What follows belongs to an exercise in optimizing a design on an open flow for small area, a short achievable clock period and few clock cycles per item; a production flow would make more cautious choices. Function was checked by simulation only, so behaviour that the tests miss may differ from the original.

==> flow/config.mk <==
export PLATFORM = sky130hd
export DESIGN_NAME = hls_dot_kernel
export DESIGN_NICKNAME = hls_dot_kernel
export VERILOG_FILES = /design/flow/design.v
export SDC_FILE = /design/flow/constraint.sdc
export NUM_CORES = 4
export LEC_CHECK = 0
export CAP_MARGIN = 20
export CORE_MARGIN = 2
export CORE_UTILIZATION = 40
export SLEW_MARGIN = 20
==> flow/constraint.sdc <==
create_clock -name core_clock -period 8.0 [get_ports {clk}]
set_input_delay 1.6000 -clock core_clock [delete_from_list [all_inputs] [get_ports {clk}]]
set_output_delay 1.6000 -clock core_clock [all_outputs]
set_load 0.01 [all_outputs]
==> flow/design.v <==
package hls_kernel_pkg;
  localparam int DEF_WIDTH   = 32;
  localparam int DEF_DEPTH   = 8;
  localparam int DEF_MUL_LAT = 2;
  typedef enum logic [2:0] {
    S_IDLE,
    S_READ,
    S_MUL,
    S_ACC,
    S_DONE
  } state_t;
endpackage
module hls_pipe_mul
#(
  parameter int WIDTH   = hls_kernel_pkg::DEF_WIDTH,
  parameter int MUL_LAT = hls_kernel_pkg::DEF_MUL_LAT
) (
  input  logic             clk,
  input  logic [WIDTH-1:0] i_a,
  input  logic [WIDTH-1:0] i_b,
  output logic [WIDTH-1:0] o_p
);
  logic [MUL_LAT-1:0][WIDTH-1:0] r_p;
  always_ff @(posedge clk) begin
    r_p[0] <= i_a * i_b;
    for (int k = 1; k < MUL_LAT; k++) r_p[k] <= r_p[k-1];
  end
  assign o_p = r_p[MUL_LAT-1];
endmodule
module hls_dot_kernel
#(
  parameter int WIDTH   = hls_kernel_pkg::DEF_WIDTH,
  parameter int DEPTH   = hls_kernel_pkg::DEF_DEPTH,
  parameter int MUL_LAT = hls_kernel_pkg::DEF_MUL_LAT
) (
  input  logic                     clk,
  input  logic                     reset,
  input  logic                     start,
  input  logic [$clog2(DEPTH):0]   len,
  input  logic                     wr_en,
  input  logic                     wr_sel,
  input  logic [$clog2(DEPTH)-1:0] wr_addr,
  input  logic [WIDTH-1:0]         wr_data,
  output logic                     busy,
  output logic                     finished,
  output logic [WIDTH-1:0]         return_val
);
  localparam int IW = $clog2(DEPTH);
  localparam int LW = IW + 1;
  localparam int CW = (MUL_LAT > 1) ? $clog2(MUL_LAT) : 1;
  localparam logic [CW-1:0] MC_LAST = CW'(MUL_LAT - 1);
  hls_kernel_pkg::state_t           r_state, w_next;
  logic [LW-1:0]    r_n;
  logic [IW-1:0]    r_idx;
  logic [CW-1:0]    r_mcnt;
  logic [WIDTH-1:0] r_acc, r_ret, r_xa, r_ya;
  logic             r_fin;
  logic [WIDTH-1:0] r_mem_x [DEPTH];
  logic [WIDTH-1:0] r_mem_y [DEPTH];
  logic             r_sh_vld, r_sh_sel;
  logic [IW-1:0]    r_sh_addr;
  logic [WIDTH-1:0] r_sh_old;
  logic             w_open, w_last;
  logic [LW-1:0]    w_len_c;
  logic [WIDTH-1:0] w_rx, w_ry, w_prod;
  assign w_open  = (r_state == hls_kernel_pkg::S_IDLE) || (r_state == hls_kernel_pkg::S_DONE);
  assign w_len_c = (len > LW'(DEPTH)) ? LW'(DEPTH) : len;
  assign w_last  = ({1'b0, r_idx} == (r_n - LW'(1)));
  assign w_rx = (r_sh_vld && !r_sh_sel && r_sh_addr == r_idx) ? r_sh_old : r_mem_x[r_idx];
  assign w_ry = (r_sh_vld &&  r_sh_sel && r_sh_addr == r_idx) ? r_sh_old : r_mem_y[r_idx];
  always_ff @(posedge clk) begin
    if (reset) r_state <= hls_kernel_pkg::S_IDLE;
    else       r_state <= w_next;
  end
  always_comb begin
    w_next = r_state;
    case (r_state)
      hls_kernel_pkg::S_IDLE, hls_kernel_pkg::S_DONE: if (start) w_next = (w_len_c != '0) ? hls_kernel_pkg::S_READ : hls_kernel_pkg::S_DONE;
      hls_kernel_pkg::S_READ:         w_next = hls_kernel_pkg::S_MUL;
      hls_kernel_pkg::S_MUL:          if (r_mcnt == MC_LAST) w_next = hls_kernel_pkg::S_ACC;
      hls_kernel_pkg::S_ACC:          w_next = w_last ? hls_kernel_pkg::S_DONE : hls_kernel_pkg::S_READ;
      default:        w_next = hls_kernel_pkg::S_IDLE;
    endcase
  end
  always_ff @(posedge clk) begin
    if (reset) begin
      r_n      <= '0;
      r_idx    <= '0;
      r_mcnt   <= '0;
      r_acc    <= '0;
      r_ret    <= '0;
      r_fin    <= 1'b0;
      r_sh_vld <= 1'b0;
    end else begin
      case (r_state)
        hls_kernel_pkg::S_IDLE, hls_kernel_pkg::S_DONE: if (start) begin
          r_n       <= w_len_c;
          r_idx     <= '0;
          r_acc     <= '0;
          r_fin     <= (w_len_c == '0);
          if (w_len_c == '0) r_ret <= '0;
          r_sh_vld  <= wr_en;
          r_sh_sel  <= wr_sel;
          r_sh_addr <= wr_addr;
          r_sh_old  <= wr_sel ? r_mem_y[wr_addr] : r_mem_x[wr_addr];
        end
        hls_kernel_pkg::S_READ: begin
          r_xa   <= w_rx;
          r_ya   <= w_ry;
          r_mcnt <= '0;
        end
        hls_kernel_pkg::S_MUL: r_mcnt <= r_mcnt + CW'(1);
        hls_kernel_pkg::S_ACC: begin
          r_acc <= r_acc + w_prod;
          if (w_last) begin
            r_ret <= r_acc + w_prod;
            r_fin <= 1'b1;
          end else begin
            r_idx <= r_idx + IW'(1);
          end
        end
        default: ;
      endcase
    end
  end
  always_ff @(posedge clk) begin
    if (!reset && wr_en && w_open) begin
      if (wr_sel) r_mem_y[wr_addr] <= wr_data;
      else            r_mem_x[wr_addr] <= wr_data;
    end
  end
  hls_pipe_mul #(.WIDTH(WIDTH), .MUL_LAT(MUL_LAT)) u_mul (
    .clk (clk),
    .i_a (r_xa),
    .i_b (r_ya),
    .o_p (w_prod)
  );
  assign busy       = (r_state == hls_kernel_pkg::S_READ) || (r_state == hls_kernel_pkg::S_MUL) || (r_state == hls_kernel_pkg::S_ACC);
  assign finished   = r_fin;
  assign return_val = r_ret;
endmodule
==> flow/run.sh <==
#!/bin/bash
# synth_recipe.tcl (not shown) runs the flow's synth.tcl, then flattens the netlist and writes it again
# the make line also repeats each setting of config.mk as NAME=value (left out here)
make -C /OpenROAD-flow-scripts/flow DESIGN_CONFIG=/design/flow/config.mk WORK_HOME=/design/flow/orfs CLKGATE_MAP_FILE= SYNTH_SCRIPT=/design/flow/synth_recipe.tcl finish
==> flow_summary.toml <==
[floorplan]
ioPinCount = 78
core-area_um2 = 118000
fp.dieH_um = 350
dieArea_um2 = 123000
die-width_um = 350
fp-row-count = 126
initial_core_util_pct = 40.5

[critical_path]
crit_path_frequent_cell = "fa_1"
max_stage_delay_ns = 0.97
crit_arrival_ns = 8.10
critical_path.top_delay_family = "adder cells"
cp_max_fo = 27
crit_required_ns = 8.53
critical_path.reg2reg.endpoint = "u_mul.r_p[30]"
path_class = "reg -> reg"
cp_slowest_cell = "edfxtp_1"
crit_buf_inv = 4
end_kind = "flip-flop"
worstSetupStartpointType = "flip-flop"
path_cells = "and2_1, fa_1, fa_1, fa_1, inv_1, fa_1, inv_1, fa_1, fa_1, fa_1, inv_1, fa_1, inv_1, ha_1, a21o_1, a21o_1, a221o_1, a31oi_1, o21ai_1, a21oi_1, o21ai_1, xor2_1"
rrSetupSlack_ns = 0.43
r2r_cells = 22
r2r-start = "r_ya[5]"

[sta]
rsz0062_at_grt = "false"
tightest_slew_ns = 1.18
min_period_ns = 7.57
min_period_over_period_pct = 94.6
clock-skew-final_ns = 0.0408
fmax_mhz = 132
setup_tns_ns = 0
setup_viol = 0
timing.final.hold_violations = 0
maxSlewViolCount = 0
slew-limit-headroom_pct = 20.7
hold_slack_ns = 0.317

[layout]
area_delta_synth_final_pct = 11.5
fillers = 10700
stdcell_area_um2 = 53400
finalNetCount = 4525
drive_above_1_share_pct = 10.8

[yosys]
synth_seq_cells = 756
synth_edf_count = 612
ys_types = 69
syn_nets = 4504
yosysTopAreaCellShare_pct = 38.4
synth_ff_type = "edfxtp_1"
ys_seq_area_share_pct = 44.4
yosys.area.top_type = "edfxtp_1"
async_flop_share_pct = 0
yosys-top-cells-area = "edfxtp_1, fa_1, mux4_2"
syn_area_um2 = 47900
syn_inst = 3895
avgSynthCellArea_um2 = 12.3
yosys_warnings = 2

[clocking]
max-clock-path-buffers = 3
cts_max_level = 3
numClockSinks = 756
cts_buffers = 82
cts_tree = "done"
clk_latency_ns = 0.68
post_cts_buffers = 0
cts_root_buf = "clkbuf_16"
cts_hold_buffers = 0
cts.clk_slew.worst_paths_ns = 0.06
cts_resized = 0

[route]
dr.first_iter.drc_count = 2831
routed_wl_mm = 134
vias = 30800
drc_errors = 0
wire_per_inst_um = 23.9
vias_per_cell = 5.51
drt_first_pass_iters = 5
antenna_left = 0

[worst_hold_path]
hp-class = "reg -> reg"
whs_endpoint = "u_mul.r_p[39]"
worst_hold_path.num_cells = 0
min_from = "u_mul.r_p[7]"

[global_route]
grt_pass1_vias = 31700
overflow = 0
grt_max_degree = 81
grt_usage_pct = 22.0
antenna_found_initial = 10
grt_first_pass_wirelength_mm = 201

[placement]
port-buffer-count = 77
placed_cell_area_um2 = 50700
place.gp.congestion = 0.873
dp_hpwl_mm = 90.9

[job]
maxCapViolCount = 0

[run_status]
status = "no timing/DRC/antenna violations"
[synthesized netlist by cell type, types with 3 or more instances]
| master | n |
|---|---|
| fa_1 | 409 |
| buf_1 | 31 |
| nand2b_1 | 10 |
| o211a_1 | 8 |
| a211oi_1 | 37 |
| nor2_1 | 172 |
| a22oi_1 | 71 |
| edfxtp_1 | 612 |
| a22o_1 | 43 |
| o211ai_1 | 9 |
| mux2_2 | 25 |
| clkbuf_1 | 196 |
| a211oi_2 | 3 |
| o21a_1 | 9 |
| nor4_1 | 4 |
| and2_1 | 338 |
| ha_1 | 156 |
| nand2_1 | 345 |
| a21o_1 | 23 |
| buf_2 | 6 |
| mux4_2 | 137 |
| a21oi_1 | 167 |
| o21ai_0 | 88 |
| mux2i_1 | 106 |
| nor3b_1 | 4 |
| nand4_1 | 7 |
| nor3_1 | 13 |
| inv_1 | 394 |
| nand3_1 | 42 |
| o31ai_1 | 4 |
| o21ai_1 | 17 |
| a21oi_2 | 3 |
| nor2b_1 | 12 |
| and3_1 | 7 |
| or3_1 | 4 |
| xor2_1 | 31 |
| a31oi_1 | 29 |
| dfxtp_1 | 144 |
| a221oi_1 | 45 |
| xnor2_1 | 91 |
| o21bai_1 | 9 |
[final cells by class]
type                    count  area, um^2  area share [%]
multi-input cells        2512       24500            45.8
flip-flops and latches    756       21300            39.8
clock buffers              95        2150            4.03
well taps                1600        2000            3.75
repair buffers            170        1520            2.85
inverters                 394        1480            2.77
clock inverters            57         515           0.965
diodes                      3        7.51          0.0141
[cells by family (layout without fill, tap and decap cells)]
| kind of cell | Yosys count | in the layout | synth area share [%] |
|---|---|---|---|
| other cells | 0 | 3 | 0 |
| xor+xnor | 122 | 122 | 2.23 |
| simple gates | 973 | 973 | 9.98 |
| flops | 756 | 756 | 44.4 |
| compound gates | 584 | 584 | 8.05 |
| fa+ha+maj | 565 | 565 | 21.2 |
| buf+inv | 627 | 716 | 4.93 |
| mux | 268 | 268 | 9.25 |
[registers in the layout, summed over array words and instances, names as in the netlist, named ones only]
register,count
r_sh_addr,3
r_xa,32
r_idx,3
r_sh_sel,1
r_mem_y,256
r_sh_vld,1
r_acc,32
r_ya,32
r_mcnt,1
r_mem_x,256
r_ret,32
r_n,4
r_sh_old,32
u_mul.r_p,64
r_state,3
r_fin,1
[per-layer routing]
layer | vias up | wire length (um) | global-route usage, %
li1 | 13600 | - | -
met1 | 15800 | 54300 | 28.4
met2 | 1090 | 65800 | 37.4
met3 | 248 | 9020 | 3.89
met4 | 10 | 4260 | 7.21
met5 | - | 66 | 0
[worst max path at each step]
stage	to	start	cells past startpoint
after floorplan	u_mul.r_p[30]	r_ya[2]	24
after global placement	u_mul.r_p[30]	r_ya[5]	22
after detailed placement	u_mul.r_p[30]	r_ya[5]	22
after CTS	u_mul.r_p[30]	r_ya[5]	22
after global routing	u_mul.r_p[28]	r_ya[5]	24
final	u_mul.r_p[30]	r_ya[5]	22
[stage by stage]
| stage | worst slack [ns] | utilization [%] | std cells |
|---|---|---|---|
| floorplan | 1.11 | - | 3895 |
| global placement | 0.492 | 42.8 | 5431 |
| detailed placement | 0.465 | 42.8 | 5431 |
| CTS | 0.443 | 45.1 | 5583 |
| global route | 0.0664 | 45.1 | 5584 |
| finish | 0.435 | 45.1 | 5587 |
[cell usage in the layout (no fill, tap or decap), types with 12 or more instances in the layout]
cell type,count
a211oi_1,37
a21o_1,23
a21oi_1,167
a221oi_1,45
a22o_1,43
a22oi_1,71
a31oi_1,29
and2_1,336
buf_4,91
clkbuf_16,83
clkdlybuf4s50_1,72
clkinv_1,25
dfxtp_1,141
edfxtp_1,612
fa_1,409
ha_1,156
inv_1,394
mux2_2,25
mux2i_1,106
mux4_2,137
nand2_1,345
nand3_1,42
nor2_1,155
nor2_4,15
nor3_1,12
o21ai_0,88
o21ai_1,16
xnor2_1,91
xor2_1,31
[worst register-to-register path: cells and delay by family, from the launching register on]
family / cells / cell delay, ns
flops: 1 / 0.97
xor+xnor: 1 / 0.15
buf+inv: 4 / 0.20
simple gates: 1 / 0.27
compound gates: 7 / 1.65
fa+ha+maj: 9 / 4.23
Testbench counts, summed over its fixed seeds: cycles 14,641, items 384.

[port drivers added, routing unchanged]
No port has a modelled driver above. Below, the same layout with a new extraction and two added sets of constraints. Step 1: set_driving_cell puts a clkbuf_16 on clk and a buf_2 on each other input, an assumption about the parent block. Step 2 moves the port delays by t, midway between the first and last clock arrival at a register: inputs arrive t later, outputs are due t later. That takes back most of the time a late clock gives input paths. a / b / c = ideal ports / drivers / drivers and shift; a / b = the first two.
t, ns: 0.734
setup WS [ns]: 0.435 / 0.435 / 0.435
clock arrival spread, ns: 0.041 / 0.041
After both steps setup and hold are still met in this run. For this run, drivers alone change the setup slack by 0.000 ns; drivers and shift together by 0.000 ns.
